This design comes from an exercise in tuning for small area, a short achievable clock period and few clock cycles per item on the open sky130 flow, not from production work.
Where RTL was checked, it was by simulation tests only, not by an equivalence proof against the original.

// sha256_stream_hasher
module sha256_stream_hasher (
  input  wire         clk,
  input  wire         rst_n,
  input  wire         in_tvalid,
  output logic        in_tready,
  input  wire  [7:0]  in_tdata,
  input  wire  [1:0]  in_tuser,
  output logic        out_tvalid,
  input  wire         out_tready,
  output logic [31:0] out_tdata,
  output logic [4:0]  out_tuser,
  output logic        out_tlast
);
Size in the first run: ~11000 cells after synthesis, ~1700 flip-flops.
clock: 11.0 ns
lec_check: 0
abc_area: 1
cap_margin: 20
core_margin: 2
core_utilization: 50
cts_cluster_diameter: 60
cts_cluster_size: 24
place_density: 0.7
slew_margin: 20
standard.sh (not shown) runs the stock make flow with config.mk's settings and CLKGATE_MAP_FILE= SYNTH_SCRIPT=/design/flow/synth_recipe.tcl, a recipe that flattens the netlist after the stock synthesis.
==> flow/flow/run.sh <==
#!/bin/bash
set -euo pipefail
bash standard.sh ADDER_MAP_FILE= "BUFFER_PORTS_ARGS=-buffer_cell sky130_fd_sc_hd__buf_2" \
  SETUP_SLACK_MARGIN=7.5 finish > standard_flow.log 2>&1
The baseline produced a clean layout.
Testbench counts at the start, summed over its fixed seeds: cycles 73,764, bytes 62,512.
Rerun with:
==> flow/flow/run.sh (replaced) <==
#!/bin/bash
set -euo pipefail
bash standard.sh SETUP_SLACK_MARGIN=6.5 finish > standard_flow.log 2>&1
--- a/flow/config.mk
+++ b/flow/config.mk
@@ -10,6 +10,4 @@
 export CORE_MARGIN = 2
-export CORE_UTILIZATION = 50
-export CTS_CLUSTER_DIAMETER = 60
-export CTS_CLUSTER_SIZE = 24
-export PLACE_DENSITY = 0.7
+export CORE_UTILIZATION = 40
+export PLACE_DENSITY = 0.6
 export SLEW_MARGIN = 20
- The changed run completed without violations
- global-route usage shrinks by 10 points
- sequential share of layout area grows by 1.3 points
- die area grows by a quarter to a third
- setup slack is worse by 0.70 ns
- fmax shrinks by about a fifth
- routed wire length shrinks by roughly a tenth
- first-iteration DRC count shrinks by about a fifth
- cell area shrinks by a few percent
Rerun with:
==> flow/flow/run.sh (replaced) <==
#!/bin/bash
set -euo pipefail
bash standard.sh ADDER_MAP_FILE= finish > standard_flow.log 2>&1
Effect: Die area goes up by 1.2%; setup slack degrades by 0.42 ns; sequential cell count is unchanged; first-iteration DRC count goes up by 15%; count of clock-buffer cells in the layout goes down by 15; area after synthesis goes up by 1.2%; final area goes up by 1.0%; routed wire length goes up by 13%.
Rerun with:
==> flow/flow/run.sh (replaced) <==
#!/bin/bash
set -euo pipefail
bash standard.sh ADDER_MAP_FILE= "BUFFER_PORTS_ARGS=-buffer_cell sky130_fd_sc_hd__buf_2" \
  SETUP_SLACK_MARGIN=7.45 finish > standard_flow.log 2>&1
--- a/flow/config.mk
+++ b/flow/config.mk
@@ -11,2 +11,4 @@
 export CORE_UTILIZATION = 40
+export CTS_CLUSTER_DIAMETER = 75
+export CTS_CLUSTER_SIZE = 30
 export PLACE_DENSITY = 0.6
Effect: The changed run produced a clean layout. Core utilization rises by 1.2 points. Design area rises by a few percent. Routed wire length rises by a few percent. Worst setup slack improved by 1.3 ns. Worst hold slack got worse by 0.022 ns. Via count rises slightly.
Rerun with:
==> flow/flow/run.sh (replaced) <==
#!/bin/bash
set -euo pipefail
bash standard.sh ADDER_MAP_FILE= "BUFFER_PORTS_ARGS=-buffer_cell sky130_fd_sc_hd__buf_2" \
  SETUP_SLACK_MARGIN=7.5 finish > standard_flow.log 2>&1
--- a/flow/config.mk
+++ b/flow/config.mk
@@ -11,4 +11,4 @@
 export CORE_UTILIZATION = 40
-export CTS_CLUSTER_DIAMETER = 75
-export CTS_CLUSTER_SIZE = 30
+export CTS_CLUSTER_DIAMETER = 60
+export CTS_CLUSTER_SIZE = 24
 export PLACE_DENSITY = 0.6
=> The new run finished with timing, DRC and antenna clean. First-iteration DRC count climbs by 5.6%. Design area climbs by about 2%. Maximum frequency drops by 0.77%. Setup slack is worse by 0.028 ns.
Rerun with:
--- a/flow/config.mk
+++ b/flow/config.mk
@@ -11,4 +11,2 @@
 export CORE_UTILIZATION = 40
-export CTS_CLUSTER_DIAMETER = 60
-export CTS_CLUSTER_SIZE = 24
 export PLACE_DENSITY = 0.6
=> Final cell count climbs by 0.41%. Routed wire length climbs by 0.42%. Die area is unchanged. Clock skew climbs by 0.022 ns.

========
Another version of the RTL of sha256_stream_hasher (not shown whole).
For scale: ~7,200 cells after synthesis, roughly 1,700 flip-flops, roughly 54 I/O pins, roughly 81,000 um2 of cells after synthesis.
Settings: LEC_CHECK=0, ABC_AREA=0, CAP_MARGIN=20, CORE_MARGIN=2, CORE_UTILIZATION=40, CTS_CLUSTER_DIAMETER=75, CTS_CLUSTER_SIZE=30, PLACE_DENSITY=0.6, SLEW_MARGIN=20; clock period 11.0 ns.
==> flow/flow/run.sh <==
#!/bin/bash
set -euo pipefail
bash standard.sh ADDER_MAP_FILE= "BUFFER_PORTS_ARGS=-buffer_cell sky130_fd_sc_hd__buf_2" \
  SETUP_SLACK_MARGIN=7.6 finish > standard_flow.log 2>&1
The starting point finished clean.
Next try:
- ABC_AREA: 0 -> 1
Outcome: The changed run ran to the end with no violations; core utilization fell by 1.4 points; via count increases by 21%; register-to-register slack improves by 1200 ps; design area fell by 0.77%.
No run of this note included a check of the RTL's function; only the layout flow was run.

========
Another version of the RTL of sha256_stream_hasher (not shown whole).
For scale: ~11000 cells after synthesis, roughly 54 I/O pins, ~84000 um^2 of cells after synthesis.
export LEC_CHECK = 0
export ABC_AREA = 1
export CAP_MARGIN = 20
export CORE_MARGIN = 2
export CORE_UTILIZATION = 40
export CTS_CLUSTER_DIAMETER = 60
export CTS_CLUSTER_SIZE = 24
export PLACE_DENSITY = 0.6
export SLEW_MARGIN = 20
create_clock -name core_clock -period 11.0 [get_ports {clk}]
==> flow/flow/run.sh <==
#!/bin/bash
set -euo pipefail
bash standard.sh ADDER_MAP_FILE= "BUFFER_PORTS_ARGS=-buffer_cell sky130_fd_sc_hd__buf_2" \
  SETUP_SLACK_MARGIN=7.4 finish > standard_flow.log 2>&1
The starting point produced a clean layout.
Testbench counts at the start, summed over its fixed seeds: cycles 73,764, bytes 62,512.
Edit:
==> flow/flow/run.sh (replaced) <==
#!/bin/bash
set -euo pipefail
bash standard.sh ADDER_MAP_FILE= "BUFFER_PORTS_ARGS=-buffer_cell sky130_fd_sc_hd__buf_2" \
  SETUP_SLACK_MARGIN=7.5 finish > standard_flow.log 2>&1
After rerunning:
- final area rose by 1.1%
- final cell count stays flat
- routed wire length went up by 2.0%
- global-route usage climbs by 0.52 points
- critical path depth rose by 5
- clock skew shrinks by 0.011 ns
- sequential share of layout area shrinks by 0.45 points
- worst hold slack hardly moves
- flip-flop and latch count does not change
Edit:
==> flow/flow/run.sh (replaced) <==
#!/bin/bash
set -euo pipefail
bash standard.sh ADDER_MAP_FILE= "BUFFER_PORTS_ARGS=-buffer_cell sky130_fd_sc_hd__buf_2" \
  SETUP_SLACK_MARGIN=7.45 finish > standard_flow.log 2>&1
The new run went through all stages and came out clean.
First-iteration DRC count went down by 1.2%.
Synthesized cell count is unchanged.
Utilization drops by 0.28 points.
Worst hold slack gets worse by 0.0033 ns.
Edit:
==> flow/flow/run.sh (replaced) <==
#!/bin/bash
set -euo pipefail
bash standard.sh ADDER_MAP_FILE= "BUFFER_PORTS_ARGS=-buffer_cell sky130_fd_sc_hd__buf_2" \
  SETUP_SLACK_MARGIN=7.5 finish > standard_flow.log 2>&1
--- a/flow/config.mk
+++ b/flow/config.mk
@@ -11,5 +11,5 @@
 export CORE_UTILIZATION = 40
 export CTS_CLUSTER_DIAMETER = 60
-export CTS_CLUSTER_SIZE = 24
+export CTS_CLUSTER_SIZE = 30
 export PLACE_DENSITY = 0.6
 export SLEW_MARGIN = 20
What happened: Synthesized cell count does not change; worst setup slack is worse by 0.11 ns; non-clock buffer count grows by 13; final area grows by 0.83%; synthesized area stays the same; sequential share of layout area shrinks by 0.34 points; core utilization grows by 0.38 points; routed wire length is about the same.

========
sha256_stream_hasher, a different RTL version from the one above (not shown whole).
For scale: roughly 11000 cells after synthesis, roughly 1700 flip-flops, roughly 54 I/O pins.
export LEC_CHECK = 0
export ABC_AREA = 1
export CAP_MARGIN = 20
export CORE_MARGIN = 2
export CORE_UTILIZATION = 40
export CTS_CLUSTER_DIAMETER = 60
export CTS_CLUSTER_SIZE = 24
export PLACE_DENSITY = 0.6
export SLEW_MARGIN = 20
create_clock -name core_clock -period 11.0 [get_ports {clk}]
==> flow/flow/run.sh <==
#!/bin/bash
set -euo pipefail
bash standard.sh ADDER_MAP_FILE= "BUFFER_PORTS_ARGS=-buffer_cell sky130_fd_sc_hd__buf_2" \
  SETUP_SLACK_MARGIN=7.45 finish > standard_flow.log 2>&1
The baseline passed the timing, DRC and antenna checks.
Testbench counts at the start, summed over its fixed seeds: cycles 73,764, bytes 62,512.
Edit:
==> flow/flow/run.sh (replaced) <==
#!/bin/bash
set -euo pipefail
bash standard.sh ADDER_MAP_FILE= "BUFFER_PORTS_ARGS=-buffer_cell sky130_fd_sc_hd__buf_2" \
  SETUP_SLACK_MARGIN=7.5 finish > standard_flow.log 2>&1
Outcome:
- The changed run completed with no timing, DRC or antenna violations
- via count goes up slightly
- synthesized area stays the same
- hold slack is better by 0.0037 ns
- core utilization grows by 0.63 points
- worst setup slack stays flat
- routed wire length is higher slightly
- final cell count climbs slightly
- die area is unchanged

-- re-timing with driven ports --
In the flow no input, the clock included, has a driving cell. The finished layouts below were timed again as built, in two steps. Step 1, drivers: a clkbuf_16 drives clk and a buf_2 each remaining input, both assumed. Step 2 moves the port delays by t, midway between the first and last clock arrival at a register: inputs arrive t later, outputs are due t later. That takes back most of the time a late clock gives input paths. Slacks: no drivers / after step 1 / after step 2; pairs: no drivers / after step 1.
| run | shift t [ns] | slack for setup (ns) | pins driven straight from the clock port |
|---|---|---|---|
| the first run of note 1 | 0.903 | 7.210 / 7.124 / 6.816 | 1 |
| the second run of note 1 | 0.913 | 6.505 / 6.505 / 6.300 | 1 |
| the third run of note 1 | 0.934 | 6.086 / 6.086 / 6.086 | 1 |
| the fourth run of note 1 | 0.877 | 7.404 / 7.312 / 6.838 | 1 |
| the fifth run of note 1 | 0.920 | 7.376 / 7.285 / 6.990 | 1 |
| the sixth run of note 1 | 0.949 | 7.332 / 7.239 / 6.939 | 1 |
| the first run of note 2 | 0.856 | 6.411 / 6.411 / 6.411 | 1 |
| the second run of note 2 | 0.889 | 7.387 / 7.301 / 6.572 | 1 |
| the first run of note 3 | 0.903 | 7.326 / 7.228 / 7.260 | 1 |
| the second run of note 3 | 0.901 | 7.420 / 7.358 / 7.090 | 1 |
| the third run of note 3 | 0.897 | 7.440 / 7.356 / 7.081 | 1 |
| the fourth run of note 3 | 0.899 | 7.329 / 7.329 / 7.073 | 1 |
| the first run of note 4 | 0.918 | 7.430 / 7.339 / 6.780 | 1 |
| the second run of note 4 | 0.912 | 7.431 / 7.341 / 6.879 | 1 |
After both steps setup and hold are still met in every run listed. For the second run of note 2, which loses most, drivers alone change the setup slack by -0.086 ns; drivers and shift together by -0.815 ns.
